Source: an optimization exercise on an open RTL-to-GDS flow (aim: small area, a short achievable clock period and few clock cycles per item). Production flows keep margins and buffers that such runs may drop. The RTL was checked by simulation tests, not by an equivalence proof against the original design. Power is estimated from default activity; no workload was simulated.

==> design.v <==
module soc_curve_interp_validate #(
  parameter int NUM_POINTS = 8
) (
  input  logic        clk,
  input  logic        rst,
  input  logic        cfg_wen,
  input  logic        cfg_index,
  input  logic [7:0]  cfg_data,
  input  logic        in_valid,
  output logic        in_ready,
  input  logic [19:0] in_data,
  output logic        out_valid,
  input  logic        out_ready,
  output logic [15:0] out_data
);
  logic [7:0] ve;
  logic [6:0] mt;
  logic       busy;
  always_ff @(posedge clk) begin
    if (rst) begin
      ve <= 8'd53;
      mt <= 7'd5;
    end else begin
      if (cfg_wen && cfg_index) mt <= cfg_data[6:0];
      if (cfg_wen && !cfg_index) ve <= cfg_data;
      else if (busy && eseg != 3'd5) ve <= {ve[1:0], ve[7:2]};
    end
  end
  logic [2:0]  eseg;    
  logic [1:0]  ebit;
  logic [13:0] acc;
  logic [1:0]  vbits;
  logic [15:0] mk;      
  logic [15:0] acc_sum;
  logic [13:0] acc_next;
  logic [4:0]  t1;
  logic [5:0]  t2;
  logic [6:0]  t3;
  logic [6:0]  t4;
  logic [5:0]  t5;
  assign vbits = ve[1:0];
  logic kt_new_n22, kt_new_n23, kt_new_n25, kt_new_n26, kt_new_n28, kt_new_n29, kt_new_n30, kt_new_n31, kt_new_n32, kt_new_n33, kt_new_n35, kt_new_n36, kt_new_n37, kt_new_n38, kt_new_n39, kt_new_n41, kt_new_n42, kt_new_n43, kt_new_n44, kt_new_n45, kt_new_n47, kt_new_n48, kt_new_n49, kt_new_n51, kt_new_n52, kt_new_n53, kt_new_n55, kt_new_n56, kt_new_n58, kt_new_n60, kt_new_n61, kt_new_n62, kt_new_n63, kt_new_n65, kt_new_n66, kt_new_n67, kt_new_n69, kt_new_n71, kt_new_n72, kt_new_n73, kt_new_n76;
  assign kt_new_n22 = ~eseg[2] & vbits[0];
  assign kt_new_n23 = eseg[1] & kt_new_n22;
  assign mk[15] = vbits[1] & kt_new_n23;
  assign kt_new_n25 = ~eseg[2] & vbits[1];
  assign kt_new_n26 = ~vbits[0] & kt_new_n25;
  assign mk[14] = eseg[1] & kt_new_n26;
  assign kt_new_n28 = eseg[1] & ~eseg[0];
  assign kt_new_n29 = ~eseg[1] & ~eseg[0];
  assign kt_new_n30 = ~eseg[2] & kt_new_n29;
  assign kt_new_n31 = vbits[0] & kt_new_n29;
  assign kt_new_n32 = eseg[2] & kt_new_n31;
  assign kt_new_n33 = ~kt_new_n23 & ~kt_new_n32;
  assign mk[0] = ~kt_new_n28 & ~kt_new_n33;
  assign kt_new_n35 = ~eseg[0] & vbits[1];
  assign kt_new_n36 = ~kt_new_n22 & ~kt_new_n35;
  assign kt_new_n37 = ~eseg[1] & ~kt_new_n36;
  assign kt_new_n38 = ~kt_new_n25 & ~kt_new_n37;
  assign kt_new_n39 = ~mk[0] & kt_new_n38;
  assign mk[3] = ~kt_new_n30 & ~kt_new_n39;
  assign kt_new_n41 = ~kt_new_n28 & mk[3];
  assign kt_new_n42 = vbits[1] & kt_new_n41;
  assign kt_new_n43 = vbits[0] & ~mk[15];
  assign kt_new_n44 = ~kt_new_n23 & ~kt_new_n25;
  assign kt_new_n45 = kt_new_n43 & ~kt_new_n44;
  assign mk[13] = kt_new_n42 | kt_new_n45;
  assign kt_new_n47 = ~mk[14] & ~kt_new_n37;
  assign kt_new_n48 = kt_new_n26 & ~kt_new_n47;
  assign kt_new_n49 = mk[3] & kt_new_n43;
  assign mk[12] = kt_new_n48 | kt_new_n49;
  assign kt_new_n51 = kt_new_n22 & mk[13];
  assign kt_new_n52 = ~eseg[0] & kt_new_n26;
  assign kt_new_n53 = ~kt_new_n31 & ~kt_new_n52;
  assign mk[9] = kt_new_n51 | ~kt_new_n53;
  assign kt_new_n55 = kt_new_n22 & mk[9];
  assign kt_new_n56 = ~eseg[1] & kt_new_n25;
  assign mk[11] = kt_new_n55 | kt_new_n56;
  assign kt_new_n58 = eseg[1] & kt_new_n42;
  assign mk[10] = ~kt_new_n47 | kt_new_n58;
  assign kt_new_n60 = ~vbits[1] & kt_new_n22;
  assign kt_new_n61 = ~kt_new_n26 & ~kt_new_n60;
  assign kt_new_n62 = ~mk[12] & ~kt_new_n61;
  assign kt_new_n63 = vbits[1] & ~kt_new_n33;
  assign mk[8] = kt_new_n62 | kt_new_n63;
  assign kt_new_n65 = ~kt_new_n22 & ~kt_new_n28;
  assign kt_new_n66 = ~kt_new_n47 & kt_new_n65;
  assign kt_new_n67 = ~mk[3] & ~kt_new_n66;
  assign mk[7] = ~mk[0] & ~kt_new_n67;
  assign kt_new_n69 = kt_new_n33 & ~kt_new_n60;
  assign mk[6] = kt_new_n66 | ~kt_new_n69;
  assign kt_new_n71 = ~kt_new_n23 & ~kt_new_n26;
  assign kt_new_n72 = eseg[0] & ~kt_new_n71;
  assign kt_new_n73 = kt_new_n31 & ~kt_new_n63;
  assign mk[5] = kt_new_n72 | kt_new_n73;
  assign mk[4] = ~kt_new_n31 & kt_new_n41;
  assign kt_new_n76 = ~mk[6] & ~mk[5];
  assign mk[2] = ~kt_new_n30 & ~kt_new_n76;
  assign mk[1] = kt_new_n41 & ~mk[8];
  assign acc_sum  = {2'b0, (ebit == 2'd0) ? 14'd0 : acc} + mk;
  assign acc_next = acc_sum[15:2];
  always_ff @(posedge clk) begin
    if (rst || (cfg_wen && !cfg_index)) begin
      busy <= 1'b1;
      eseg <= 3'd0;
      ebit <= 2'd0;
    end else if (busy) begin
      ebit <= ebit + 2'd1;
      if (ebit == 2'd3) eseg <= eseg + 3'd1;
      if (eseg == 3'd5) busy <= 1'b0;
    end
  end
  always_ff @(posedge clk) begin
    acc <= acc_next;
  end
  always_ff @(posedge clk) begin
    if (busy && ebit == 2'd0) begin
      case (eseg)
        3'd1: t1 <= acc[11:7];
        3'd2: t2 <= acc[12:7];
        3'd3: t3 <= acc[13:7];
        3'd4: t4 <= acc[13:7];
        3'd5: t5 <= acc[12:7];
        default: ;
      endcase
    end
  end
  logic [2:0] t6;
  logic [1:0] t7;
  logic t67_new_n14, t67_new_n15, t67_new_n16, t67_new_n17, t67_new_n18, t67_new_n19, t67_new_n21, t67_new_n22, t67_new_n23, t67_new_n24, t67_new_n25, t67_new_n26, t67_new_n27, t67_new_n28, t67_new_n30, t67_new_n31, t67_new_n32, t67_new_n33, t67_new_n34, t67_new_n35, t67_new_n36, t67_new_n37, t67_new_n38, t67_new_n39, t67_new_n40, t67_new_n41, t67_new_n42, t67_new_n43, t67_new_n44, t67_new_n45, t67_new_n46, t67_new_n47, t67_new_n48, t67_new_n51;
  assign t67_new_n14 = ve[7] & ve[6];
  assign t67_new_n15 = ve[2] & ve[1];
  assign t67_new_n16 = ~ve[3] & ~t67_new_n15;
  assign t67_new_n17 = ve[7] & ve[5];
  assign t67_new_n18 = ve[4] & t67_new_n17;
  assign t67_new_n19 = ~t67_new_n16 & t67_new_n18;
  assign t6[2] = t67_new_n14 | t67_new_n19;
  assign t67_new_n21 = ve[1] & ve[0];
  assign t67_new_n22 = ~ve[2] & ~t67_new_n21;
  assign t67_new_n23 = ve[6] & ve[4];
  assign t67_new_n24 = ve[3] & t67_new_n23;
  assign t67_new_n25 = ~t67_new_n22 & t67_new_n24;
  assign t67_new_n26 = ve[6] & ve[5];
  assign t67_new_n27 = ~ve[7] & ~t67_new_n26;
  assign t67_new_n28 = ~t67_new_n25 & t67_new_n27;
  assign t6[1] = ~t6[2] & ~t67_new_n28;
  assign t67_new_n30 = ~ve[4] & ~ve[2];
  assign t67_new_n31 = ~ve[3] & t67_new_n30;
  assign t67_new_n32 = t67_new_n26 & ~t67_new_n31;
  assign t67_new_n33 = t6[2] & t67_new_n32;
  assign t67_new_n34 = ~t6[2] & ~t67_new_n32;
  assign t67_new_n35 = ~t67_new_n33 & ~t67_new_n34;
  assign t67_new_n36 = ~ve[1] & ~ve[0];
  assign t67_new_n37 = t67_new_n30 & t67_new_n36;
  assign t67_new_n38 = ve[7] & ~t67_new_n37;
  assign t67_new_n39 = ~ve[6] & ~t67_new_n38;
  assign t67_new_n40 = ~t67_new_n25 & ~t67_new_n39;
  assign t67_new_n41 = ~ve[5] & ~t67_new_n40;
  assign t67_new_n42 = ve[3] & t67_new_n15;
  assign t67_new_n43 = ve[7] & ~ve[3];
  assign t67_new_n44 = ~ve[5] & ~t67_new_n43;
  assign t67_new_n45 = ~ve[4] & ~t67_new_n17;
  assign t67_new_n46 = ~t67_new_n44 & t67_new_n45;
  assign t67_new_n47 = ~t67_new_n42 & t67_new_n46;
  assign t67_new_n48 = ~t67_new_n41 & ~t67_new_n47;
  assign t6[0] = ~t67_new_n35 & t67_new_n48;
  assign t7[1] = t67_new_n14 & ~t67_new_n46;
  assign t67_new_n51 = ~ve[7] & ~t67_new_n32;
  assign t7[0] = ~t7[1] & ~t67_new_n51;
  logic        r0_v;
  logic [12:0] v;
  logic [6:0]  r0_c;
  logic [6:0]  e;
  logic ev_new_n21, ev_new_n22, ev_new_n23, ev_new_n24, ev_new_n25, ev_new_n26, ev_new_n27, ev_new_n28, ev_new_n29, ev_new_n30, ev_new_n31, ev_new_n33, ev_new_n34, ev_new_n35, ev_new_n36, ev_new_n37, ev_new_n38, ev_new_n39, ev_new_n40, ev_new_n41, ev_new_n42, ev_new_n43, ev_new_n44, ev_new_n45, ev_new_n46, ev_new_n47, ev_new_n48, ev_new_n49, ev_new_n50, ev_new_n51, ev_new_n52, ev_new_n53, ev_new_n54, ev_new_n55, ev_new_n56, ev_new_n57, ev_new_n58, ev_new_n59, ev_new_n60, ev_new_n61, ev_new_n62, ev_new_n63, ev_new_n64, ev_new_n65, ev_new_n66, ev_new_n67, ev_new_n68, ev_new_n69, ev_new_n70, ev_new_n71, ev_new_n72, ev_new_n73, ev_new_n74, ev_new_n75, ev_new_n76, ev_new_n77, ev_new_n78, ev_new_n79, ev_new_n80, ev_new_n81, ev_new_n82, ev_new_n83, ev_new_n84, ev_new_n85, ev_new_n86, ev_new_n87, ev_new_n88, ev_new_n89, ev_new_n90, ev_new_n91, ev_new_n92, ev_new_n93, ev_new_n94, ev_new_n95, ev_new_n96, ev_new_n97, ev_new_n98, ev_new_n99, ev_new_n100, ev_new_n101, ev_new_n102, ev_new_n103, ev_new_n104, ev_new_n105, ev_new_n106, ev_new_n107, ev_new_n108, ev_new_n109, ev_new_n110, ev_new_n111, ev_new_n112, ev_new_n113, ev_new_n114, ev_new_n115, ev_new_n116, ev_new_n117, ev_new_n118, ev_new_n119, ev_new_n120, ev_new_n121, ev_new_n122, ev_new_n123, ev_new_n125, ev_new_n126, ev_new_n127, ev_new_n128, ev_new_n130, ev_new_n131, ev_new_n132, ev_new_n133, ev_new_n134, ev_new_n135, ev_new_n136, ev_new_n137, ev_new_n138, ev_new_n139, ev_new_n140, ev_new_n141, ev_new_n142, ev_new_n143, ev_new_n144, ev_new_n145, ev_new_n146, ev_new_n147, ev_new_n148, ev_new_n150, ev_new_n151, ev_new_n152, ev_new_n153, ev_new_n154, ev_new_n155, ev_new_n156, ev_new_n157, ev_new_n158, ev_new_n159, ev_new_n160, ev_new_n161, ev_new_n162, ev_new_n163, ev_new_n164, ev_new_n165, ev_new_n166, ev_new_n167, ev_new_n168, ev_new_n169, ev_new_n170, ev_new_n171, ev_new_n172, ev_new_n173, ev_new_n174, ev_new_n175, ev_new_n176, ev_new_n177, ev_new_n178, ev_new_n179, ev_new_n180, ev_new_n181, ev_new_n182, ev_new_n183, ev_new_n184, ev_new_n185, ev_new_n186, ev_new_n187, ev_new_n188, ev_new_n189, ev_new_n190, ev_new_n191, ev_new_n192, ev_new_n193, ev_new_n194, ev_new_n195, ev_new_n196, ev_new_n197, ev_new_n198, ev_new_n199, ev_new_n200, ev_new_n201, ev_new_n202, ev_new_n203, ev_new_n204, ev_new_n205, ev_new_n206, ev_new_n207, ev_new_n208, ev_new_n209, ev_new_n210, ev_new_n211, ev_new_n212, ev_new_n213, ev_new_n214, ev_new_n215, ev_new_n216, ev_new_n217, ev_new_n218, ev_new_n219, ev_new_n220, ev_new_n221, ev_new_n222, ev_new_n223, ev_new_n224, ev_new_n225, ev_new_n226, ev_new_n227, ev_new_n228, ev_new_n229, ev_new_n230, ev_new_n231, ev_new_n232, ev_new_n234, ev_new_n235, ev_new_n236, ev_new_n237, ev_new_n238, ev_new_n239, ev_new_n240, ev_new_n241, ev_new_n242, ev_new_n243, ev_new_n244, ev_new_n245, ev_new_n246, ev_new_n247, ev_new_n248, ev_new_n249, ev_new_n250, ev_new_n251, ev_new_n252, ev_new_n253, ev_new_n254, ev_new_n255, ev_new_n256, ev_new_n257, ev_new_n258, ev_new_n259, ev_new_n260, ev_new_n261, ev_new_n262, ev_new_n263, ev_new_n264, ev_new_n265, ev_new_n266, ev_new_n267, ev_new_n268, ev_new_n269, ev_new_n270, ev_new_n271, ev_new_n272, ev_new_n273, ev_new_n275, ev_new_n276, ev_new_n277, ev_new_n278, ev_new_n279, ev_new_n280, ev_new_n281, ev_new_n282, ev_new_n283, ev_new_n284, ev_new_n285, ev_new_n286, ev_new_n287, ev_new_n288, ev_new_n289, ev_new_n290, ev_new_n291, ev_new_n292, ev_new_n293, ev_new_n294, ev_new_n295, ev_new_n296, ev_new_n297, ev_new_n298, ev_new_n299, ev_new_n300, ev_new_n301, ev_new_n302, ev_new_n303, ev_new_n304, ev_new_n305, ev_new_n306, ev_new_n307, ev_new_n308, ev_new_n309, ev_new_n310, ev_new_n311, ev_new_n312, ev_new_n313, ev_new_n314, ev_new_n315, ev_new_n316, ev_new_n317, ev_new_n318, ev_new_n319, ev_new_n320, ev_new_n321, ev_new_n322, ev_new_n323, ev_new_n324, ev_new_n325, ev_new_n326, ev_new_n327, ev_new_n328, ev_new_n329, ev_new_n330, ev_new_n331, ev_new_n332, ev_new_n333, ev_new_n334, ev_new_n335, ev_new_n336, ev_new_n337, ev_new_n338, ev_new_n339, ev_new_n340, ev_new_n341, ev_new_n342, ev_new_n343, ev_new_n344, ev_new_n345, ev_new_n346, ev_new_n347, ev_new_n348, ev_new_n349;
  assign ev_new_n21 = v[11] & v[10];
  assign ev_new_n22 = v[9] & ev_new_n21;
  assign ev_new_n23 = v[6] & v[4];
  assign ev_new_n24 = v[7] & ev_new_n23;
  assign ev_new_n25 = ~v[2] & ~v[1];
  assign ev_new_n26 = ~v[3] & ev_new_n25;
  assign ev_new_n27 = v[5] & v[4];
  assign ev_new_n28 = ~ev_new_n26 & ev_new_n27;
  assign ev_new_n29 = ev_new_n24 & ev_new_n28;
  assign ev_new_n30 = ~v[8] & ~ev_new_n29;
  assign ev_new_n31 = ev_new_n22 & ~ev_new_n30;
  assign e[6] = v[12] | ev_new_n31;
  assign ev_new_n33 = ~v[7] & v[6];
  assign ev_new_n34 = ~v[5] & ~v[4];
  assign ev_new_n35 = ~ev_new_n27 & ~ev_new_n34;
  assign ev_new_n36 = v[1] & v[0];
  assign ev_new_n37 = v[2] & ev_new_n36;
  assign ev_new_n38 = v[3] & ev_new_n37;
  assign ev_new_n39 = ev_new_n35 & ev_new_n38;
  assign ev_new_n40 = ~v[5] & ~ev_new_n39;
  assign ev_new_n41 = ev_new_n33 & ~ev_new_n40;
  assign ev_new_n42 = ~v[8] & v[6];
  assign ev_new_n43 = v[7] & ~v[6];
  assign ev_new_n44 = v[1] & ev_new_n43;
  assign ev_new_n45 = ~v[3] & ~ev_new_n33;
  assign ev_new_n46 = v[5] & ~v[2];
  assign ev_new_n47 = ~v[4] & ev_new_n46;
  assign ev_new_n48 = ev_new_n45 & ev_new_n47;
  assign ev_new_n49 = ~ev_new_n44 & ev_new_n48;
  assign ev_new_n50 = v[8] & ev_new_n49;
  assign ev_new_n51 = ~v[1] & ~v[0];
  assign ev_new_n52 = v[2] & ~ev_new_n51;
  assign ev_new_n53 = v[7] & ~ev_new_n52;
  assign ev_new_n54 = v[5] & v[3];
  assign ev_new_n55 = ~ev_new_n53 & ev_new_n54;
  assign ev_new_n56 = ~ev_new_n27 & ~ev_new_n55;
  assign ev_new_n57 = ev_new_n43 & ~ev_new_n56;
  assign ev_new_n58 = ~v[5] & ~v[3];
  assign ev_new_n59 = ~ev_new_n26 & ~ev_new_n58;
  assign ev_new_n60 = ev_new_n24 & ~ev_new_n59;
  assign ev_new_n61 = ~v[7] & ~v[6];
  assign ev_new_n62 = ~v[2] & ~ev_new_n36;
  assign ev_new_n63 = ~ev_new_n53 & ~ev_new_n62;
  assign ev_new_n64 = ~v[3] & ~ev_new_n63;
  assign ev_new_n65 = v[3] & ~ev_new_n62;
  assign ev_new_n66 = ~v[7] & ~v[4];
  assign ev_new_n67 = ~ev_new_n65 & ev_new_n66;
  assign ev_new_n68 = ~ev_new_n64 & ~ev_new_n67;
  assign ev_new_n69 = v[5] & ev_new_n68;
  assign ev_new_n70 = ~ev_new_n61 & ~ev_new_n69;
  assign ev_new_n71 = ~ev_new_n37 & ev_new_n45;
  assign ev_new_n72 = ~ev_new_n38 & ~ev_new_n71;
  assign ev_new_n73 = ~v[4] & ev_new_n72;
  assign ev_new_n74 = ~ev_new_n70 & ev_new_n73;
  assign ev_new_n75 = ~ev_new_n60 & ~ev_new_n74;
  assign ev_new_n76 = ~ev_new_n57 & ~ev_new_n75;
  assign ev_new_n77 = ~v[5] & ~ev_new_n68;
  assign ev_new_n78 = ~v[6] & ~v[4];
  assign ev_new_n79 = ~ev_new_n23 & ~ev_new_n78;
  assign ev_new_n80 = ev_new_n77 & ev_new_n79;
  assign ev_new_n81 = v[3] & ~ev_new_n61;
  assign ev_new_n82 = ~ev_new_n36 & ev_new_n81;
  assign ev_new_n83 = v[2] & v[1];
  assign ev_new_n84 = ~v[7] & ev_new_n83;
  assign ev_new_n85 = v[7] & ~ev_new_n83;
  assign ev_new_n86 = ~ev_new_n84 & ~ev_new_n85;
  assign ev_new_n87 = v[6] & ~v[4];
  assign ev_new_n88 = v[5] & ev_new_n87;
  assign ev_new_n89 = ev_new_n86 & ev_new_n88;
  assign ev_new_n90 = ~ev_new_n54 & ~ev_new_n78;
  assign ev_new_n91 = ~ev_new_n35 & ev_new_n52;
  assign ev_new_n92 = ~ev_new_n90 & ev_new_n91;
  assign ev_new_n93 = ~ev_new_n89 & ~ev_new_n92;
  assign ev_new_n94 = ~ev_new_n82 & ~ev_new_n93;
  assign ev_new_n95 = v[3] & ev_new_n83;
  assign ev_new_n96 = ev_new_n87 & ev_new_n95;
  assign ev_new_n97 = ~v[2] & ev_new_n51;
  assign ev_new_n98 = ev_new_n78 & ev_new_n97;
  assign ev_new_n99 = ~ev_new_n96 & ~ev_new_n98;
  assign ev_new_n100 = v[7] & ~ev_new_n99;
  assign ev_new_n101 = ~ev_new_n94 & ~ev_new_n100;
  assign ev_new_n102 = ~ev_new_n80 & ev_new_n101;
  assign ev_new_n103 = ~ev_new_n76 & ev_new_n102;
  assign ev_new_n104 = ~v[8] & ~ev_new_n103;
  assign ev_new_n105 = ~ev_new_n50 & ~ev_new_n104;
  assign ev_new_n106 = ~ev_new_n42 & ev_new_n105;
  assign ev_new_n107 = ev_new_n58 & ~ev_new_n99;
  assign ev_new_n108 = ev_new_n34 & ~ev_new_n65;
  assign ev_new_n109 = v[6] & ~ev_new_n28;
  assign ev_new_n110 = ~ev_new_n108 & ev_new_n109;
  assign ev_new_n111 = ~ev_new_n107 & ~ev_new_n110;
  assign ev_new_n112 = ~ev_new_n106 & ~ev_new_n111;
  assign ev_new_n113 = ~ev_new_n41 & ~ev_new_n112;
  assign ev_new_n114 = v[7] & ~v[5];
  assign ev_new_n115 = v[6] & ev_new_n114;
  assign ev_new_n116 = ev_new_n113 & ~ev_new_n115;
  assign ev_new_n117 = v[8] & ~v[6];
  assign ev_new_n118 = ~ev_new_n42 & ~ev_new_n117;
  assign ev_new_n119 = ~ev_new_n116 & ev_new_n118;
  assign ev_new_n120 = ev_new_n116 & ~ev_new_n118;
  assign ev_new_n121 = v[7] & ev_new_n22;
  assign ev_new_n122 = ~ev_new_n120 & ev_new_n121;
  assign ev_new_n123 = ~ev_new_n119 & ev_new_n122;
  assign e[5] = v[12] | ev_new_n123;
  assign ev_new_n125 = ~v[12] & ev_new_n22;
  assign ev_new_n126 = ~ev_new_n57 & ev_new_n116;
  assign ev_new_n127 = v[8] & ev_new_n43;
  assign ev_new_n128 = ev_new_n126 & ~ev_new_n127;
  assign e[4] = ev_new_n125 & ~ev_new_n128;
  assign ev_new_n130 = ev_new_n27 & ~ev_new_n113;
  assign ev_new_n131 = ~ev_new_n35 & ~ev_new_n87;
  assign ev_new_n132 = ~ev_new_n77 & ~ev_new_n131;
  assign ev_new_n133 = ~ev_new_n69 & ev_new_n132;
  assign ev_new_n134 = ev_new_n37 & ~ev_new_n133;
  assign ev_new_n135 = ~v[7] & ~ev_new_n134;
  assign ev_new_n136 = ~ev_new_n111 & ~ev_new_n135;
  assign ev_new_n137 = ev_new_n111 & ev_new_n133;
  assign ev_new_n138 = ~ev_new_n136 & ~ev_new_n137;
  assign ev_new_n139 = ~ev_new_n130 & ev_new_n138;
  assign ev_new_n140 = ~v[8] & ~ev_new_n139;
  assign ev_new_n141 = v[8] & v[7];
  assign ev_new_n142 = ~ev_new_n126 & ~ev_new_n141;
  assign ev_new_n143 = v[5] & ~ev_new_n49;
  assign ev_new_n144 = ~v[6] & ~ev_new_n143;
  assign ev_new_n145 = v[6] & ev_new_n143;
  assign ev_new_n146 = ~ev_new_n144 & ~ev_new_n145;
  assign ev_new_n147 = ~ev_new_n142 & ev_new_n146;
  assign ev_new_n148 = ~ev_new_n140 & ~ev_new_n147;
  assign e[3] = ev_new_n125 & ~ev_new_n148;
  assign ev_new_n150 = v[12] & ~v[11];
  assign ev_new_n151 = ~v[10] & ~v[9];
  assign ev_new_n152 = ~v[8] & ev_new_n151;
  assign ev_new_n153 = ev_new_n150 & ev_new_n152;
  assign ev_new_n154 = ~v[3] & ev_new_n34;
  assign ev_new_n155 = ev_new_n61 & ~ev_new_n83;
  assign ev_new_n156 = ev_new_n154 & ev_new_n155;
  assign ev_new_n157 = ev_new_n153 & ev_new_n156;
  assign ev_new_n158 = v[12] & ~ev_new_n157;
  assign ev_new_n159 = v[5] & ev_new_n62;
  assign ev_new_n160 = v[6] & ~ev_new_n52;
  assign ev_new_n161 = ~ev_new_n97 & ~ev_new_n160;
  assign ev_new_n162 = ~ev_new_n159 & ev_new_n161;
  assign ev_new_n163 = v[7] & ev_new_n162;
  assign ev_new_n164 = ~ev_new_n72 & ~ev_new_n163;
  assign ev_new_n165 = ev_new_n78 & ~ev_new_n164;
  assign ev_new_n166 = ev_new_n61 & ~ev_new_n77;
  assign ev_new_n167 = v[4] & v[1];
  assign ev_new_n168 = ~ev_new_n83 & ~ev_new_n167;
  assign ev_new_n169 = ~v[6] & ~v[0];
  assign ev_new_n170 = ~ev_new_n168 & ev_new_n169;
  assign ev_new_n171 = ~ev_new_n25 & ~ev_new_n83;
  assign ev_new_n172 = ~v[6] & v[4];
  assign ev_new_n173 = ~ev_new_n171 & ev_new_n172;
  assign ev_new_n174 = ~v[6] & ~v[2];
  assign ev_new_n175 = ~v[4] & ~ev_new_n174;
  assign ev_new_n176 = ev_new_n171 & ev_new_n175;
  assign ev_new_n177 = ~ev_new_n173 & ~ev_new_n176;
  assign ev_new_n178 = ~ev_new_n170 & ev_new_n177;
  assign ev_new_n179 = v[5] & ev_new_n178;
  assign ev_new_n180 = ev_new_n62 & ev_new_n87;
  assign ev_new_n181 = v[3] & ~ev_new_n97;
  assign ev_new_n182 = ~ev_new_n180 & ev_new_n181;
  assign ev_new_n183 = ~ev_new_n179 & ~ev_new_n182;
  assign ev_new_n184 = ~ev_new_n166 & ev_new_n183;
  assign ev_new_n185 = ~ev_new_n74 & ev_new_n184;
  assign ev_new_n186 = ev_new_n165 & ev_new_n185;
  assign ev_new_n187 = ~ev_new_n23 & ~ev_new_n133;
  assign ev_new_n188 = ~ev_new_n186 & ev_new_n187;
  assign ev_new_n189 = v[5] & ~ev_new_n61;
  assign ev_new_n190 = v[3] & ~ev_new_n25;
  assign ev_new_n191 = ev_new_n24 & ev_new_n190;
  assign ev_new_n192 = ~ev_new_n189 & ~ev_new_n191;
  assign ev_new_n193 = ev_new_n99 & ~ev_new_n192;
  assign ev_new_n194 = ~v[8] & ~ev_new_n193;
  assign ev_new_n195 = ~ev_new_n188 & ev_new_n194;
  assign ev_new_n196 = ev_new_n61 & ev_new_n108;
  assign ev_new_n197 = ~v[6] & ~ev_new_n55;
  assign ev_new_n198 = v[2] & ~ev_new_n27;
  assign ev_new_n199 = ev_new_n53 & ~ev_new_n198;
  assign ev_new_n200 = ~v[7] & ev_new_n36;
  assign ev_new_n201 = ev_new_n198 & ev_new_n200;
  assign ev_new_n202 = ~v[3] & ~ev_new_n201;
  assign ev_new_n203 = ~ev_new_n199 & ev_new_n202;
  assign ev_new_n204 = v[6] & ~ev_new_n154;
  assign ev_new_n205 = ev_new_n62 & ~ev_new_n78;
  assign ev_new_n206 = ~ev_new_n204 & ev_new_n205;
  assign ev_new_n207 = ~ev_new_n203 & ev_new_n206;
  assign ev_new_n208 = ~ev_new_n197 & ev_new_n207;
  assign ev_new_n209 = ~ev_new_n196 & ~ev_new_n208;
  assign ev_new_n210 = ~ev_new_n143 & ev_new_n209;
  assign ev_new_n211 = ev_new_n95 & ~ev_new_n178;
  assign ev_new_n212 = v[8] & ~ev_new_n211;
  assign ev_new_n213 = ~v[8] & ev_new_n181;
  assign ev_new_n214 = ev_new_n57 & ~ev_new_n213;
  assign ev_new_n215 = ~ev_new_n212 & ~ev_new_n214;
  assign ev_new_n216 = v[9] & ~ev_new_n215;
  assign ev_new_n217 = ~ev_new_n210 & ev_new_n216;
  assign ev_new_n218 = ev_new_n29 & ev_new_n215;
  assign ev_new_n219 = ev_new_n55 & ev_new_n165;
  assign ev_new_n220 = ~v[4] & ev_new_n83;
  assign ev_new_n221 = v[5] & ~v[3];
  assign ev_new_n222 = ~ev_new_n220 & ev_new_n221;
  assign ev_new_n223 = ~ev_new_n39 & ~ev_new_n222;
  assign ev_new_n224 = ev_new_n33 & ~ev_new_n223;
  assign ev_new_n225 = ev_new_n29 & ~ev_new_n71;
  assign ev_new_n226 = ~v[9] & ~ev_new_n225;
  assign ev_new_n227 = ev_new_n21 & ~ev_new_n226;
  assign ev_new_n228 = ~ev_new_n224 & ev_new_n227;
  assign ev_new_n229 = ~ev_new_n219 & ev_new_n228;
  assign ev_new_n230 = ~ev_new_n218 & ev_new_n229;
  assign ev_new_n231 = ~ev_new_n217 & ev_new_n230;
  assign ev_new_n232 = ~ev_new_n195 & ev_new_n231;
  assign e[2] = ev_new_n158 | ev_new_n232;
  assign ev_new_n234 = v[2] & ev_new_n130;
  assign ev_new_n235 = v[7] & ~ev_new_n167;
  assign ev_new_n236 = ~ev_new_n36 & ev_new_n235;
  assign ev_new_n237 = ~ev_new_n174 & ~ev_new_n235;
  assign ev_new_n238 = ~ev_new_n236 & ~ev_new_n237;
  assign ev_new_n239 = v[2] & ev_new_n23;
  assign ev_new_n240 = ev_new_n51 & ev_new_n78;
  assign ev_new_n241 = ev_new_n58 & ~ev_new_n240;
  assign ev_new_n242 = ~ev_new_n239 & ev_new_n241;
  assign ev_new_n243 = ~ev_new_n238 & ev_new_n242;
  assign ev_new_n244 = ev_new_n185 & ~ev_new_n243;
  assign ev_new_n245 = ev_new_n24 & ev_new_n244;
  assign ev_new_n246 = v[4] & ~ev_new_n164;
  assign ev_new_n247 = ev_new_n209 & ~ev_new_n246;
  assign ev_new_n248 = ~v[6] & ev_new_n114;
  assign ev_new_n249 = ev_new_n65 & ev_new_n248;
  assign ev_new_n250 = ev_new_n215 & ~ev_new_n249;
  assign ev_new_n251 = ~ev_new_n247 & ~ev_new_n250;
  assign ev_new_n252 = ~ev_new_n245 & ~ev_new_n251;
  assign ev_new_n253 = ev_new_n105 & ev_new_n252;
  assign ev_new_n254 = ~ev_new_n58 & ~ev_new_n79;
  assign ev_new_n255 = ~ev_new_n97 & ev_new_n254;
  assign ev_new_n256 = ev_new_n195 & ev_new_n255;
  assign ev_new_n257 = ev_new_n253 & ~ev_new_n256;
  assign ev_new_n258 = ~ev_new_n234 & ev_new_n257;
  assign ev_new_n259 = ev_new_n125 & ~ev_new_n258;
  assign ev_new_n260 = ev_new_n40 & ev_new_n43;
  assign ev_new_n261 = ~v[12] & v[8];
  assign ev_new_n262 = ev_new_n21 & ev_new_n261;
  assign ev_new_n263 = ~ev_new_n41 & ev_new_n262;
  assign ev_new_n264 = ~ev_new_n260 & ev_new_n263;
  assign ev_new_n265 = ~v[7] & ev_new_n226;
  assign ev_new_n266 = ~v[5] & ~ev_new_n95;
  assign ev_new_n267 = ev_new_n90 & ~ev_new_n266;
  assign ev_new_n268 = v[7] & ~ev_new_n44;
  assign ev_new_n269 = ev_new_n267 & ~ev_new_n268;
  assign ev_new_n270 = ~ev_new_n226 & ~ev_new_n269;
  assign ev_new_n271 = ~ev_new_n265 & ~ev_new_n270;
  assign ev_new_n272 = ev_new_n264 & ev_new_n271;
  assign ev_new_n273 = ~ev_new_n157 & ~ev_new_n272;
  assign e[1] = ev_new_n259 | ~ev_new_n273;
  assign ev_new_n275 = ~v[4] & ~ev_new_n84;
  assign ev_new_n276 = ev_new_n58 & ~ev_new_n97;
  assign ev_new_n277 = ~ev_new_n275 & ev_new_n276;
  assign ev_new_n278 = ev_new_n253 & ev_new_n277;
  assign ev_new_n279 = ~ev_new_n49 & ev_new_n209;
  assign ev_new_n280 = ~ev_new_n244 & ~ev_new_n279;
  assign ev_new_n281 = ~v[2] & v[1];
  assign ev_new_n282 = ~ev_new_n200 & ~ev_new_n281;
  assign ev_new_n283 = ev_new_n23 & ~ev_new_n282;
  assign ev_new_n284 = v[4] & ev_new_n36;
  assign ev_new_n285 = v[7] & v[2];
  assign ev_new_n286 = ~ev_new_n78 & ev_new_n285;
  assign ev_new_n287 = ~ev_new_n284 & ev_new_n286;
  assign ev_new_n288 = ~ev_new_n52 & ev_new_n61;
  assign ev_new_n289 = ~v[1] & v[0];
  assign ev_new_n290 = ev_new_n66 & ev_new_n289;
  assign ev_new_n291 = ~ev_new_n288 & ~ev_new_n290;
  assign ev_new_n292 = ~ev_new_n287 & ev_new_n291;
  assign ev_new_n293 = ~ev_new_n283 & ev_new_n292;
  assign ev_new_n294 = ev_new_n155 & ev_new_n293;
  assign ev_new_n295 = ~ev_new_n280 & ~ev_new_n294;
  assign ev_new_n296 = ~ev_new_n278 & ev_new_n295;
  assign ev_new_n297 = v[9] & ~ev_new_n296;
  assign ev_new_n298 = v[4] & ~v[0];
  assign ev_new_n299 = ev_new_n26 & ev_new_n298;
  assign ev_new_n300 = v[9] & ~ev_new_n181;
  assign ev_new_n301 = ~ev_new_n299 & ev_new_n300;
  assign ev_new_n302 = ev_new_n260 & ~ev_new_n301;
  assign ev_new_n303 = ev_new_n203 & ~ev_new_n226;
  assign ev_new_n304 = v[7] & ~ev_new_n35;
  assign ev_new_n305 = ~v[9] & ~ev_new_n304;
  assign ev_new_n306 = ~v[5] & v[2];
  assign ev_new_n307 = v[7] & v[0];
  assign ev_new_n308 = ~ev_new_n298 & ~ev_new_n307;
  assign ev_new_n309 = ev_new_n306 & ~ev_new_n308;
  assign ev_new_n310 = v[3] & ~ev_new_n86;
  assign ev_new_n311 = ~ev_new_n309 & ev_new_n310;
  assign ev_new_n312 = ~ev_new_n305 & ev_new_n311;
  assign ev_new_n313 = ev_new_n204 & ~ev_new_n312;
  assign ev_new_n314 = ~ev_new_n303 & ev_new_n313;
  assign ev_new_n315 = ~ev_new_n302 & ~ev_new_n314;
  assign ev_new_n316 = ~ev_new_n297 & ev_new_n315;
  assign ev_new_n317 = ev_new_n262 & ~ev_new_n316;
  assign ev_new_n318 = v[1] & ev_new_n78;
  assign ev_new_n319 = ~ev_new_n162 & ~ev_new_n318;
  assign ev_new_n320 = ~ev_new_n76 & ev_new_n215;
  assign ev_new_n321 = ~ev_new_n319 & ~ev_new_n320;
  assign ev_new_n322 = ev_new_n215 & ~ev_new_n293;
  assign ev_new_n323 = ~ev_new_n321 & ~ev_new_n322;
  assign ev_new_n324 = ev_new_n54 & ~ev_new_n323;
  assign ev_new_n325 = ev_new_n23 & ev_new_n213;
  assign ev_new_n326 = ~ev_new_n267 & ~ev_new_n325;
  assign ev_new_n327 = ~ev_new_n114 & ev_new_n326;
  assign ev_new_n328 = ev_new_n68 & ~ev_new_n185;
  assign ev_new_n329 = ev_new_n209 & ~ev_new_n328;
  assign ev_new_n330 = ~ev_new_n178 & ~ev_new_n329;
  assign ev_new_n331 = v[7] & ev_new_n25;
  assign ev_new_n332 = ~ev_new_n326 & ev_new_n331;
  assign ev_new_n333 = ~ev_new_n330 & ~ev_new_n332;
  assign ev_new_n334 = ~ev_new_n327 & ~ev_new_n333;
  assign ev_new_n335 = ev_new_n46 & ~ev_new_n298;
  assign ev_new_n336 = ~ev_new_n167 & ~ev_new_n306;
  assign ev_new_n337 = ~ev_new_n335 & ev_new_n336;
  assign ev_new_n338 = ~v[7] & ~v[5];
  assign ev_new_n339 = ev_new_n51 & ~ev_new_n338;
  assign ev_new_n340 = ev_new_n45 & ~ev_new_n339;
  assign ev_new_n341 = ~ev_new_n54 & ~ev_new_n81;
  assign ev_new_n342 = ~ev_new_n340 & ev_new_n341;
  assign ev_new_n343 = ~ev_new_n337 & ev_new_n342;
  assign ev_new_n344 = ~ev_new_n244 & ~ev_new_n343;
  assign ev_new_n345 = ~v[8] & ~ev_new_n344;
  assign ev_new_n346 = ~ev_new_n334 & ~ev_new_n345;
  assign ev_new_n347 = ~ev_new_n324 & ev_new_n346;
  assign ev_new_n348 = ev_new_n125 & ~ev_new_n347;
  assign ev_new_n349 = ~ev_new_n157 & ~ev_new_n348;
  assign e[0] = ev_new_n317 | ~ev_new_n349;
  logic [2:0] sg;
  logic sg_new_n17, sg_new_n18, sg_new_n19, sg_new_n20, sg_new_n21, sg_new_n22, sg_new_n23, sg_new_n24, sg_new_n25, sg_new_n26, sg_new_n27, sg_new_n29, sg_new_n30, sg_new_n31, sg_new_n32, sg_new_n33, sg_new_n34, sg_new_n35, sg_new_n36, sg_new_n37, sg_new_n38, sg_new_n39, sg_new_n40, sg_new_n41, sg_new_n42, sg_new_n43, sg_new_n44, sg_new_n45, sg_new_n46, sg_new_n47, sg_new_n48, sg_new_n50, sg_new_n51, sg_new_n52, sg_new_n53, sg_new_n54, sg_new_n55, sg_new_n56, sg_new_n57, sg_new_n58, sg_new_n59, sg_new_n60, sg_new_n61, sg_new_n62, sg_new_n63, sg_new_n64, sg_new_n65, sg_new_n66, sg_new_n67;
  assign sg_new_n17 = v[11] & v[10];
  assign sg_new_n18 = v[9] & sg_new_n17;
  assign sg_new_n19 = ~v[1] & ~v[0];
  assign sg_new_n20 = ~v[2] & sg_new_n19;
  assign sg_new_n21 = v[3] & ~sg_new_n20;
  assign sg_new_n22 = ~v[6] & ~v[5];
  assign sg_new_n23 = ~v[4] & sg_new_n22;
  assign sg_new_n24 = ~sg_new_n21 & sg_new_n23;
  assign sg_new_n25 = v[7] & ~sg_new_n24;
  assign sg_new_n26 = ~v[8] & ~sg_new_n25;
  assign sg_new_n27 = sg_new_n18 & ~sg_new_n26;
  assign sg[2] = ~v[12] & ~sg_new_n27;
  assign sg_new_n29 = v[5] & v[4];
  assign sg_new_n30 = v[2] & ~sg_new_n19;
  assign sg_new_n31 = ~v[3] & ~sg_new_n30;
  assign sg_new_n32 = sg_new_n29 & ~sg_new_n31;
  assign sg_new_n33 = v[8] & ~v[7];
  assign sg_new_n34 = ~v[6] & sg_new_n33;
  assign sg_new_n35 = sg_new_n18 & sg_new_n34;
  assign sg_new_n36 = ~sg_new_n32 & sg_new_n35;
  assign sg_new_n37 = sg_new_n18 & ~sg_new_n25;
  assign sg_new_n38 = ~sg_new_n36 & sg_new_n37;
  assign sg_new_n39 = v[8] & v[7];
  assign sg_new_n40 = sg_new_n17 & sg_new_n39;
  assign sg_new_n41 = v[2] & v[1];
  assign sg_new_n42 = v[0] & sg_new_n41;
  assign sg_new_n43 = ~v[3] & ~sg_new_n42;
  assign sg_new_n44 = v[6] & sg_new_n29;
  assign sg_new_n45 = ~sg_new_n43 & sg_new_n44;
  assign sg_new_n46 = ~v[9] & ~sg_new_n45;
  assign sg_new_n47 = sg_new_n40 & ~sg_new_n46;
  assign sg_new_n48 = ~v[12] & ~sg_new_n47;
  assign sg[1] = ~sg_new_n38 & sg_new_n48;
  assign sg_new_n50 = v[7] & sg_new_n24;
  assign sg_new_n51 = ~v[7] & ~sg_new_n41;
  assign sg_new_n52 = v[5] & ~sg_new_n51;
  assign sg_new_n53 = ~v[4] & sg_new_n43;
  assign sg_new_n54 = ~sg_new_n52 & sg_new_n53;
  assign sg_new_n55 = ~v[7] & ~v[5];
  assign sg_new_n56 = v[6] & ~sg_new_n55;
  assign sg_new_n57 = ~sg_new_n54 & sg_new_n56;
  assign sg_new_n58 = ~sg_new_n50 & ~sg_new_n57;
  assign sg_new_n59 = ~v[8] & sg_new_n18;
  assign sg_new_n60 = ~sg_new_n58 & sg_new_n59;
  assign sg_new_n61 = v[4] & v[3];
  assign sg_new_n62 = sg_new_n42 & sg_new_n61;
  assign sg_new_n63 = sg_new_n22 & ~sg_new_n62;
  assign sg_new_n64 = sg_new_n40 & ~sg_new_n63;
  assign sg_new_n65 = sg_new_n46 & sg_new_n64;
  assign sg_new_n66 = ~sg_new_n36 & ~sg_new_n65;
  assign sg_new_n67 = ~sg_new_n60 & sg_new_n66;
  assign sg[0] = v[12] | sg_new_n67;
  logic [6:0] t_raw;
  always_comb begin
    case (sg)
      3'd1: t_raw = {2'd0, t1};
      3'd2: t_raw = {1'd0, t2};
      3'd3: t_raw = t3;
      3'd4: t_raw = t4;
      3'd5: t_raw = {1'd0, t5};
      3'd6: t_raw = {4'd0, t6};
      default: t_raw = {5'd0, t7};
    endcase
  end
  logic       r1_v;
  logic [6:0] r1_e, r1_c, r1_t;
  logic [6:0] tol;
  logic [7:0] d;
  logic [6:0] ad;
  logic       ok;
  assign tol = (r1_t < mt) ? mt : r1_t;
  assign d   = {1'b0, r1_c} - {1'b0, r1_e};
  assign ad  = d[7] ? 7'(-d) : d[6:0];
  assign ok  = ad < tol;
  logic       s_v;
  logic       s_ok, h_ok;
  logic [6:0] s_e, s_t, h_e, h_t;
  logic       h_free, r1_en, r0_en;
  assign h_free = !out_valid || out_ready;
  assign r1_en  = !r1_v || !s_v;
  assign r0_en  = !r0_v || r1_en;
  logic       r0_v_n, r1_v_n, s_v_n, busy_n, busy_long_n;
  always_comb begin
    r0_v_n = r0_en ? (in_valid && in_ready) : r0_v;
    r1_v_n = r1_en ? r0_v : r1_v;
    s_v_n  = h_free ? 1'b0 : (s_v || r1_v);
    busy_n = (cfg_wen && !cfg_index) || (busy && eseg != 3'd5);
    busy_long_n = (cfg_wen && !cfg_index) || (busy && eseg != 3'd5 && !(eseg == 3'd4 && ebit == 2'd3));
  end
  always_ff @(posedge clk) begin
    if (rst) begin
      r0_v      <= 1'b0;
      r1_v      <= 1'b0;
      s_v       <= 1'b0;
      out_valid <= 1'b0;
      in_ready  <= 1'b0;
    end else begin
      r0_v      <= r0_v_n;
      r1_v      <= r1_v_n;
      s_v       <= s_v_n;
      out_valid <= h_free ? (s_v || r1_v) : 1'b1;
      in_ready  <= !busy_long_n && (!r0_v_n || !r1_v_n || !s_v_n);
    end
  end
  always_ff @(posedge clk) begin
    if (r0_en) begin
      v    <= in_data[19:7];
      r0_c <= in_data[6:0];
    end
    if (r1_en) begin
      r1_e <= e;
      r1_c <= r0_c;
      r1_t <= t_raw;
    end
    if (!s_v) begin
      s_ok <= ok;
      s_e  <= r1_e;
      s_t  <= tol;
    end
    if (h_free) begin
      if (s_v) begin
        h_ok <= s_ok;
        h_e  <= s_e;
        h_t  <= s_t;
      end else begin
        h_ok <= ok;
        h_e  <= r1_e;
        h_t  <= tol;
      end
    end
  end
  assign out_data = {h_ok, h_e, 1'b0, h_t};
endmodule
==> flow/run.sh <==
#!/bin/bash
set -euo pipefail
MARGIN=${FLOW_SETUP_MARGIN:-6.7}
export BUFFER_PORTS_ARGS="-buffer_cell sky130_fd_sc_hd__buf_1"
sed "s/SETUP_SLACK_MARGIN=[0-9.]*/SETUP_SLACK_MARGIN=${MARGIN}/" standard.sh > standard_margin.sh
bash standard_margin.sh > standard.log 2>&1
==> standard.sh <==
#!/bin/bash
# synth_recipe.tcl (not shown) runs the flow's synth.tcl, then flattens the netlist and writes it again
# the make line also repeats each setting of config.mk as NAME=value (left out here)
make -C /OpenROAD-flow-scripts/flow DESIGN_CONFIG=/design/flow/config.mk WORK_HOME=/design/flow/orfs CLKGATE_MAP_FILE= SYNTH_SCRIPT=/design/flow/synth_recipe.tcl "${@:-finish}"
==> config.mk <==
export PLATFORM = sky130hd
export DESIGN_NAME = soc_curve_interp_validate
export DESIGN_NICKNAME = soc_curve_interp_validate
export VERILOG_FILES = /design/flow/design.v
export SDC_FILE = /design/flow/constraint.sdc
export NUM_CORES = 4
export LEC_CHECK = 0
export ABC_AREA = 1
export CAP_MARGIN = 20
export CORE_MARGIN = 2
export CORE_UTILIZATION = 50
export CTS_BUF_LIST = sky130_fd_sc_hd__clkbuf_8
export CTS_CLUSTER_DIAMETER = 150
export CTS_CLUSTER_SIZE = 50
export SETUP_SLACK_MARGIN = 5
export SLEW_MARGIN = 20
==> constraint.sdc <==
create_clock -name core_clock -period 10.0 [get_ports {clk}]
set_input_delay 2.0000 -clock core_clock [delete_from_list [all_inputs] [get_ports {clk}]]
set_output_delay 2.0000 -clock core_clock [all_outputs]
set_load 0.01 [all_outputs]
==> metrics.cfg, run 1 <==
[critical_path]
required_ns=10.38
crit_path_start_kind=flip-flop
rr_worst_depth=23
worstSetupPathType=flip-flop to flip-flop
cp.arrival_ns=3.52
end_kind=flip-flop
path_max_fanout=4

[sta]
setup_tns_ns=0
setup_viol=0
relSlewSlack_pct=33.4
tightest_slew_ns=0.991
drv_slew=0
hold_viol=0
fin_crit_sh_pct=31.4
fmax_ghz=0.319
period_minus_slack_ns=3.14
fin_skew_ns=0.0135
rsz0062_at_grt=yes
hold_ws_ns=0.419

[yosys]
yosysWarnings=1
yosysSeqAreaShare_pct=46.5
synth_top_family_by_area=simple AND/OR/NAND/NOR gates
syn_area_mm2=0.00798
synth_fa_ha_area_share_pct=8.40
yosys.area.top_type=edfxtp_1
synthFlopType=edfxtp_1
netlist_top_cells_area=edfxtp_1 33%, dfxtp_1 14%, nand2_1 9.5%
synth_edf_count=87
synth_compound_area_share_pct=14.2
avgSynthCellArea_um2=8.43
synth_xor_area_share_pct=2.85
async_flop_share_pct=0
synth_top_area_share_pct=32.7
synthSimpleGateAreaFrac_pct=20.6
synth_nets=1034
yosys-top-cells-count=201 x nand2_1, 123 x inv_1, 96 x nor2_1
syn_inst=947
synth-seq-cells=142
yosysMostFrequentCell=nand2_1
netlist-cell-type-count=55
synthMuxAreaShare_pct=0

[routing]
drt_wl_total_um=18900
drtPass1Iterations=7
vias_per_cell=5.27
final_antenna_net_count=0
dr.first_iter.drc_count=531
vias=6565
route.met3.wl_um=1010
dr.max_layer_used=met4
wl_met2_um=8630
wl_met1_um=8920
routedWlPerCell_um=15.2
remaining_drc_errors=0

[power]
p_total_uw=1530
ir_drop_v=0.0000975
pwr_density_cell_mw_per_mm2=170
p_leak_uw=0.00399

[cts]
clk_pin_slew_ns=0.08
tritoncts=yes
cts_sinks=142
htree_levels=4
ctsHoldBuffers=0
clock_latency_ns=0.46
clockBufferDepth=2
clock-root-buffer=clkbuf_8
cts_buffers=17

[min_path]
whs_path_depth=0
hold_class=flip-flop to flip-flop

[finish]
drive_above_1_share_pct=10.4
n_antenna_cell=0
stdcell_area_mm2=0.00903
final_nets=1104
areaGrowthSynthToFinish_pct=13.2

[placed_design]
gp_congestion=0.953
place_hpwl_um=13600
portBuffers=50
placed_area_mm2=0.00835

[global_routing]
grt_pass1_wl_um=29900
first_global_vias=5918
antenna_found_initial=0
grt_usage_pct=22.8
grt_max_degree=32
grt-ovfl-total=0

[die]
initial_core_util_pct=50.6
placementRows=46
fp.coreArea_mm2=0.0158
ios=52
die_area_mm2=0.0170
die_y_um=130
die_x_um=130

[status]
outcome=complete, no violations

[job]
timing.max_cap.violations=0

## routing by layer
metal	vias to the layer above	global-route usage, %
met5	-	0
met4	0	7.51
met1	2990	32.4
met2	196	34.9
li1	3344	-
met3	35	4.88
## flip-flops by register name, summed over array words and instances, names as in the netlist, 6 cells and up
register,cells
s_e,7
h_t,7
mt,7
t5,6
t4,7
r1_e,7
r0_c,7
ve,8
r1_t,7
s_t,7
t3,7
h_e,7
r1_c,7
t2,6
v,13
acc,14
## area by class of cell
class / instances / area, µm²
Fill cell: 1514 / 6740
Clock inverter: 15 / 168
Multi-Input combinational cell: 654 / 3780
Clock buffer: 17 / 234
Sequential cell: 142 / 3730
Inverter: 131 / 508
Tap cell: 216 / 270
Timing Repair Buffer: 71 / 345
## logic make-up after synthesis
| logic type | Yosys count |
|---|---|
| AND/OR/NAND/NOR | 385 |
| XOR/XNOR | 26 |
| flip-flops | 142 |
| other | 1 |
| adder cells (fa/ha/maj) | 53 |
| AO/OA/AOI/OAI | 189 |
| buffers and inverters | 151 |
## cells in the final DEF, fill, tap and decap left out, drive strengths merged, types with 5 or more instances in the layout
master	n
a21oi	61
dfxtp	55
nand4	19
clkbuf	17
xor2	22
a31oi	5
o21ai	70
nor3	14
a211oi	10
ha	52
nor2	101
or2	5
buf	71
clkinv	6
o211ai	16
nand2	207
o21bai	6
nand3	34
edfxtp	87
inv	136
## power by group
part | internal, µW | switching (µW)
Combinational | 127 | 201
Clock | 247 | 232
Sequential | 689 | 37.9
Total | 1060 | 471
## worst paths after layout
check / from / endpoint / slack, ns
setup / recovery: eseg[1] / acc[11] / 6.86
hold / removal: r0_c[5] / r1_c[5] / 0.42
setup reg to reg: eseg[1] / acc[11] / 6.86
hold reg to reg: r0_c[5] / r1_c[5] / 0.42
## repair_timing
action                                 CTS  global route
buffers inserted                         1            20
gates resized for setup                  9            35
endpoints found under the hold margin    0             0
pin swaps                                1            16
setup endpoints to repair               10            15
## per-stage QoR
stage          instances  worst slack, ns  util (%)
6_report            1246             6.86      57.3
4_1_cts             1226             6.70      55.6
3_3_place_gp        1193             6.22      52.9
5_1_grt             1246             6.62      57.3
2_1_floorplan        947             6.93         -
3_5_place_dp        1193             6.14      52.9
## worst max-delay path, cell delays in order, from the launching register on
cell and delay (ns):
dfxtp_4 0.37, clkinv_4 0.06, ha_4 0.16, nand2_4 0.05
o21ai_2 0.13, inv_2 0.06, nor2_4 0.13, inv_2 0.04
a31o_4 0.25, o21ai_2 0.15, a21oi_1 0.05, or2_1 0.25
nor2_1 0.13, ha_2 0.19, a21oi_2 0.05, o21a_1 0.21
o21ai_4 0.09, nand3_2 0.11, nand2_4 0.09, nand2_4 0.06
o21ai_4 0.15, nand2_1 0.07, nand2_1 0.06, xor2_1 0.13
Testbench counts, summed over its fixed seeds: cycles 3,368, items 3,200.
==> inputs of run 2 (changes only) <==
--- a/config.mk
+++ b/config.mk
@@ -9,5 +9,5 @@
 export CAP_MARGIN = 20
 export CORE_MARGIN = 2
-export CORE_UTILIZATION = 50
+export CORE_UTILIZATION = 55
 export CTS_BUF_LIST = sky130_fd_sc_hd__clkbuf_8
 export CTS_CLUSTER_DIAMETER = 150
==> run 2 against run 1 <==
Effect of this change: still clean on timing, DRC and antenna; non-clock buffer count rose by 5; count of clock-buffer cells in the layout is the same; synthesized cell count stayed put; maximum frequency down 6.7%; critical path depth shrank 1; first-iteration DRC count rose by 18%; total power is 0.27% higher; global-route usage increased by 3.5 points; via count up 5.5%; design area up 0.24%; hold slack improved by 0.0023 ns; sequential cell count is the same; largest power group unchanged.
==> metrics.cfg, run 2 <==
[status]
outcome=complete, no violations  ; unchanged

[cts]
clock_latency_ns=0.45  ; was 0.46 ns
clockBufferDepth=2  ; unchanged
clock-root-buffer=clkbuf_8  ; unchanged
ctsHoldBuffers=0  ; unchanged
clk_pin_slew_ns=0.08  ; about the same
tritoncts=yes  ; unchanged
cts_buffers=17  ; unchanged
cts_sinks=142  ; unchanged
htree_levels=4  ; unchanged

[critical_path]
r2r_slack_ns=6.64  ; was 6.86 ns
required_ns=10.38  ; about the same
worstSetupPathType=flip-flop to flip-flop  ; unchanged
end_kind=flip-flop  ; unchanged
rr_worst_depth=22  ; was 23
crit_path_start_kind=flip-flop  ; unchanged
path_max_fanout=5  ; was 4
cp.arrival_ns=3.74  ; was 3.52 ns

[yosys]
netlist-cell-type-count=55  ; unchanged
yosysWarnings=1  ; unchanged
yosysMostFrequentCell=nand2_1  ; unchanged
yosysSeqAreaShare_pct=46.5  ; unchanged
yosys-top-cells-count=201 x nand2_1, 123 x inv_1, 96 x nor2_1  ; unchanged
netlist_top_cells_area=edfxtp_1 33%, dfxtp_1 14%, nand2_1 9.5%  ; unchanged
synthFlopType=edfxtp_1  ; unchanged
avgSynthCellArea_um2=8.43  ; unchanged
synth_nets=1034  ; unchanged
synth-seq-cells=142  ; unchanged
yosys.area.top_type=edfxtp_1  ; unchanged
synth_edf_count=87  ; unchanged
synth_top_area_share_pct=32.7  ; unchanged
syn_inst=947  ; unchanged
async_flop_share_pct=0  ; unchanged
syn_area_mm2=0.00798  ; unchanged

[finish]
top_register=acc  ; unchanged
stdcell_area_mm2=0.00906  ; was 0.00903 mm²
final_nets=1109  ; was 1104
final_common_cell=nand2_1  ; unchanged
nFillCells=1184  ; was 1514
regArea_mm2=0.00373  ; about the same
top_regs=acc x14, v x13, ve x8  ; unchanged
layout_common_cells=199 x nand2_1, 121 x inv_1, 92 x nor2_1  ; was 199 x nand2_1, 118 x inv_1, 91 x nor2_1
areaGrowthSynthToFinish_pct=13.4  ; was 13.2%
layoutNonFillerInstCount=1219  ; was 1246
multi_input_area_mm2=0.00380  ; was 0.00378 mm²
largest_reg_flops=14  ; unchanged
drive_above_1_share_pct=10.6  ; was 10.4%
n_antenna_cell=0  ; unchanged

[die]
placementRows=44  ; was 46
ios=52  ; unchanged
die_y_um=124  ; was 130 µm
initial_core_util_pct=55.6  ; was 50.6%
fp.coreArea_mm2=0.0144  ; was 0.0158 mm²
die_area_mm2=0.0155  ; was 0.0170 mm²
die_x_um=124  ; was 130 µm

[sta]
drv_slew=0  ; unchanged
tightest_slew_ns=0.985  ; was 0.991 ns
rsz0062_at_grt=yes  ; unchanged
fin_crit_sh_pct=33.6  ; was 31.4%
setup_ws_ns=6.64  ; was 6.86 ns
fin_skew_ns=0.0122  ; was 0.0135 ns
hold_viol=0  ; unchanged
relSlewSlack_pct=33.8  ; was 33.4%
period_minus_slack_ns=3.36  ; was 3.14 ns
setup_tns_ns=0  ; unchanged
fmax_ghz=0.297  ; was 0.319 GHz
setup_viol=0  ; unchanged

[global_routing]
grt-ovfl-total=0  ; unchanged
use_met3_pct=5.58  ; was 4.88%
grt_max_degree=32  ; unchanged
grt_usage_pct=26.3  ; was 22.8%
met2_usage_pct=42.5  ; was 34.9%
grt_pass1_wl_um=32800  ; was 29900 µm
antenna_found_initial=0  ; unchanged
met1_usage_pct=34.4  ; was 32.4%
first_global_vias=6670  ; was 5918
grt-busiest-layer=met2  ; unchanged

[placed_design]
place_hpwl_um=14700  ; was 13600 µm
placed_area_mm2=0.00831  ; was 0.00835 mm²
dp.cells=1162  ; was 1193
pre_cts_ws_ns=6.12  ; was 6.14 ns
gp_congestion=0.938  ; was 0.953
portBuffers=50  ; unchanged

[routing]
vias_per_cell=5.68  ; was 5.27
dr.first_iter.drc_count=628  ; was 531
vias=6925  ; was 6565
drtPass1Iterations=7  ; unchanged
remaining_drc_errors=0  ; unchanged
routedWlPerCell_um=16.8  ; was 15.2 µm
final_antenna_net_count=0  ; unchanged
drt_wl_total_um=20500  ; was 18900 µm

[job]
timing.max_cap.violations=0  ; unchanged

[power]
ir_drop_v=0.000120  ; was 0.0000975 V
pwr_density_cell_mw_per_mm2=170  ; about the same
p_total_uw=1540  ; was 1530 µW
p_leak_uw=0.00401  ; was 0.00399 µW

[min_path]
hold_class=flip-flop to flip-flop  ; unchanged
whs_path_depth=0  ; unchanged

-- run 2: logic make-up after synthesis --
group | count (synthesis) | synth area share [%]
other cells | 1 | 0.0470
flops | 142 | 46.5
compound gates | 189 | 14.2
simple gates | 385 | 20.6
xor+xnor | 26 | 2.85
buf+inv | 151 | 7.41
fa+ha+maj | 53 | 8.40
-- run 2: layout make-up --
class                           count  share of cell area, %
Timing Repair Buffer               76                   4.23
Sequential cell                   142                   41.2
Clock buffer                       17                   2.58
Multi-Input combinational cell    654                   42.0
Clock inverter                     15                   1.92
Tap cell                          184                   2.54
Inverter                          131                   5.57
-- run 2: timing repair --
action / 4_1_cts / 5_1_grt
resized for setup: 10 / 33
buffers inserted: 2 / 23
endpoints found under the setup margin: 10 / 34
pin swaps: 2 / 21
-- run 2: final timing paths --
path | to | from
hold / removal | r1_c[2] | r0_c[2]
hold reg to reg | r1_c[2] | r0_c[2]
setup / recovery | acc[12] | eseg[1]
setup reg to reg | acc[12] | eseg[1]
-- run 2: worst max-delay path: stages, from the launching register on --
cell      delay (ns)
dfxtp_4         0.38
inv_6           0.09
ha_4            0.16
nand2_4         0.06
o21ai_4         0.16
inv_2           0.07
nor2_4          0.15
inv_2           0.05
a31o_4          0.26
o21ai_2         0.17
a21oi_1         0.06
or2_1           0.24
nor2_1          0.12
ha_2            0.20
a21oi_2         0.05
o21a_1          0.21
o21ai_4         0.08
buf_4           0.15
a21oi_4         0.06
o21bai_4        0.17
nand4_1         0.11
nand2_1         0.13
xor2_1          0.17
-- run 2: per-layer routing --
metal  vias up  routed length (µm)
li1       3346                   -
met3        57                1310
met4         0                 631
met5         -                   0
met1      3244                8770
met2       278                9810
-- run 2: power breakdown --
group | total (µW) | internal (µW) | switching (µW)
clock network | 469 | 247 | 222
registers | 730 | 689 | 40.4
logic | 339 | 131 | 208
-- run 2: per-stage QoR --
stage                     utilization, %  hold WS (ns)
final                               63.0         0.421
after global routing                63.0         0.436
after CTS                           61.0         0.426
after detailed placement            57.9         0.407
after global placement              57.9         0.406
after floorplan                        -         0.400
==> inputs of run 3 (changes only) <==
==> flow/run.sh (replaced) <==
#!/bin/bash
set -euo pipefail
MARGIN=${FLOW_SETUP_MARGIN:-6.8}
export BUFFER_PORTS_ARGS="-buffer_cell sky130_fd_sc_hd__buf_1"
sed "s/SETUP_SLACK_MARGIN=[0-9.]*/SETUP_SLACK_MARGIN=${MARGIN}/" standard.sh > standard_margin.sh
bash standard_margin.sh > standard.log 2>&1
--- a/config.mk
+++ b/config.mk
@@ -9,5 +9,5 @@
 export CAP_MARGIN = 20
 export CORE_MARGIN = 2
-export CORE_UTILIZATION = 55
+export CORE_UTILIZATION = 50
 export CTS_BUF_LIST = sky130_fd_sc_hd__clkbuf_8
 export CTS_CLUSTER_DIAMETER = 150
==> run 3 against run 2 <==
Effect of this change: still clean; clock skew grew 0.0031 ns; count of clock-buffer cells in the layout unchanged; sequential cell count is the same; sequential power down 0.5%; setup slack better by 0.19 ns; die area is 9.7% higher; largest power group unchanged.
==> metrics.cfg, run 3 <==
[yosys]
synth_edf_count=87  ; unchanged
async_flop_share_pct=0  ; unchanged
yosysWarnings=1  ; unchanged
synth_nets=1034  ; unchanged
syn_area_mm2=0.00798  ; unchanged
avgSynthCellArea_um2=8.43  ; unchanged
synth-seq-cells=142  ; unchanged
syn_inst=947  ; unchanged
yosysSeqAreaShare_pct=46.5  ; unchanged
yosysMostFrequentCell=nand2_1  ; unchanged
synthFlopType=edfxtp_1  ; unchanged
netlist-cell-type-count=55  ; unchanged
netlist_top_cells_area=edfxtp_1 33%, dfxtp_1 14%, nand2_1 9.5%  ; unchanged
synth_top_area_share_pct=32.7  ; unchanged
yosys.area.top_type=edfxtp_1  ; unchanged
yosys-top-cells-count=201 x nand2_1, 123 x inv_1, 96 x nor2_1  ; unchanged

[critical_path]
crit_path_start_kind=flip-flop  ; unchanged
cp.arrival_ns=3.57  ; was 3.74 ns
required_ns=10.39  ; was 10.38 ns
end_kind=flip-flop  ; unchanged
worst_r2r_startpoint=eseg[1]  ; unchanged
cp-startpoint=eseg[1]  ; unchanged
worstSetupPathType=flip-flop to flip-flop  ; unchanged
path_max_fanout=4  ; was 5

[global_routing]
grt_max_degree=32  ; unchanged
first_global_vias=5914  ; was 6670
grt-ovfl-total=0  ; unchanged
grt_usage_pct=22.9  ; was 26.3%
antenna_found_initial=0  ; unchanged
grt_pass1_wl_um=29900  ; was 32800 µm

[sta]
tightest_slew_ns=0.994  ; was 0.985 ns
fin_crit_sh_pct=31.8  ; was 33.6%
rsz0062_at_grt=yes  ; unchanged
period_minus_slack_ns=3.18  ; was 3.36 ns
fin_skew_ns=0.0153  ; was 0.0122 ns
hold_viol=0  ; unchanged
relSlewSlack_pct=33.2  ; was 33.8%
fmax_ghz=0.315  ; was 0.297 GHz
setup_tns_ns=0  ; unchanged
drv_slew=0  ; unchanged
setup_viol=0  ; unchanged

[routing]
remaining_drc_errors=0  ; unchanged
drtPass1Iterations=5  ; was 7
vias=6569  ; was 6925
final_antenna_net_count=0  ; unchanged
routedWlPerCell_um=15.1  ; was 16.8 µm
drt_wl_total_um=18900  ; was 20500 µm
dr.first_iter.drc_count=515  ; was 628
vias_per_cell=5.25  ; was 5.68

[min_path]
hold_class=flip-flop to flip-flop  ; unchanged
hold_start=r0_c[5]  ; was r0_c[2]

[finish]
areaGrowthSynthToFinish_pct=13.9  ; was 13.4%
utilization_pct=57.7  ; was 63.0%
drive_above_1_share_pct=10.9  ; was 10.6%
top_regs=acc x14, v x13, ve x8  ; unchanged
layout_common_cells=198 x nand2_1, 119 x inv_1, 91 x nor2_1  ; was 199 x nand2_1, 121 x inv_1, 92 x nor2_1
largest_reg_flops=14  ; unchanged
n_antenna_cell=0  ; unchanged
final_nets=1109  ; unchanged
final_common_cell=nand2_1  ; unchanged
top_register=acc  ; unchanged

[cts]
clockBufferDepth=2  ; unchanged
tritoncts=yes  ; unchanged
ctsHoldBuffers=0  ; unchanged
clock-root-buffer=clkbuf_8  ; unchanged
clk_pin_slew_ns=0.08  ; about the same
cts_buffers=17  ; unchanged
cts_sinks=142  ; unchanged
htree_levels=4  ; unchanged
clock_latency_ns=0.46  ; was 0.45 ns

[die]
die_x_um=130  ; was 124 µm
die_y_um=130  ; was 124 µm
placementRows=46  ; was 44
die_area_mm2=0.0170  ; was 0.0155 mm²
fp.coreArea_mm2=0.0158  ; was 0.0144 mm²
ios=52  ; unchanged
initial_core_util_pct=50.6  ; was 55.6%

[power]
p_leak_uw=0.00402  ; was 0.00401 µW
ir_drop_v=0.0000943  ; was 0.000120 V
pwr_density_cell_mw_per_mm2=170  ; about the same

[placed_design]
portBuffers=50  ; unchanged
place_hpwl_um=13600  ; was 14700 µm
gp_congestion=0.953  ; was 0.938

[job]
timing.max_cap.violations=0  ; unchanged

[status]
outcome=complete, no violations  ; unchanged

==> run 3: cell counts after synthesis <==
No cell type changed its count.
==> run 3: report_power, final <==
part	switching (µW)	internal [µW]	total, µW
clock	233	247	480
sequential	36.9	689	726
combinational	204	132	336
total	474	1070	1540
==> run 3: critical path, stage by stage, from the launching register on <==
cell	delay [ns]
dfxtp_4	0.37
inv_6	0.07
ha_4	0.16
nand2_4	0.05
o21ai_2	0.13
inv_2	0.06
nor2_4	0.13
inv_2	0.04
a31o_4	0.25
o21ai_2	0.15
a21oi_1	0.05
or2_1	0.25
nor2_1	0.13
ha_2	0.19
a21oi_2	0.05
o21a_1	0.21
o21ai_4	0.09
buf_6	0.13
a21oi_4	0.06
o21bai_4	0.18
nand4_1	0.11
nand2_1	0.11
xor2_1	0.14
==> run 3: metrics by stage <==
stage | setup WS, ns | area, µm² | std cells | power [µW] | hold WS (ns)
after floorplan | 6.93 | 7980 | 947 | 961 | 0.400
after global placement | 6.22 | 8350 | 1193 | 1040 | 0.401
after detailed placement | 6.14 | 8350 | 1193 | 1040 | 0.406
after CTS | 6.82 | 8790 | 1226 | 1520 | 0.420
after global routing | 6.58 | 9090 | 1251 | 1630 | 0.423
final | 6.82 | 9090 | 1251 | 1540 | 0.419
==> run 3: path summary, 6_finish.rpt <==
| check | cells past startpoint | endpoint | slack (ns) |
|---|---|---|---|
| max | 22 | acc[12] | 6.82 |
| min | 0 | r1_c[5] | 0.42 |
| max reg2reg | 22 | acc[12] | 6.82 |
| min reg2reg | 0 | r1_c[5] | 0.42 |
==> run 3: area by class of cell <==
cell class,count,area [µm²]
Fill cell,1506,6680
Timing Repair Buffer,76,387
Clock inverter,15,168
Sequential cell,142,3730
Clock buffer,17,234
Inverter,131,508
Multi-Input combinational cell,654,3800
Tap cell,216,270
==> run 3: repair_timing <==
action / CTS / global route
setup endpoints to repair: 13 / 18
resized for setup: 14 / 33
setup buffers: 1 / 25
endpoints found under the hold margin: 0 / 0
pin swaps: 1 / 22
==> run 3: cell families after synthesis <==
group / after synthesis / share of synthesized area (%)
and+or+nand+nor: 385 / 20.6
other: 1 / 0.0470
xor gates and xnor gates: 26 / 2.85
DFF: 142 / 46.5
AOI/OAI and AO/OA: 189 / 14.2
buffers and inverters: 151 / 7.41
adders and majority gates: 53 / 8.40
==> run 3: layer usage <==
layer / global-route usage (%) / up-vias / wire length, µm
li1: - / 3349 / -
met1: 32.5 / 2993 / 9000
met2: 35.0 / 198 / 8620
met3: 4.88 / 29 / 902
met4: 7.51 / 0 / 346
met5: 0 / - / 0

-- what the ideal ports hide --
The flow's constraints put no driver on any port. The routed layouts listed below were extracted and timed again, unchanged, in two steps. Step 1 (the two cells are an assumption about what drives the block):
set clk [get_ports {clk}]
set_driving_cell -lib_cell sky130_fd_sc_hd__clkbuf_16 $clk
set_driving_cell -lib_cell sky130_fd_sc_hd__buf_2 [delete_from_list [all_inputs] $clk]
Step 2 times the ports against the registers' clock, not the clock port: input delays grow and output delays shrink by t, the midpoint of the rising clock arrivals with the driver on. a / b / c = ideal / step 1 / step 2; a / b = the first two.
run | t, ns | setup WS [ns] | clock arrival spread, ns
run 1 | 0.487 | 6.862 / 6.862 / 6.494 | 0.015 / 0.016
run 2 | 0.486 | 6.636 / 6.636 / 6.468 | 0.012 / 0.013
run 3 | 0.489 | 6.821 / 6.821 / 6.534 | 0.016 / 0.016
After both steps every run listed still meets setup and hold. For run 1, which loses most, drivers alone change the setup slack by 0.000 ns; drivers and shift together by -0.368 ns.
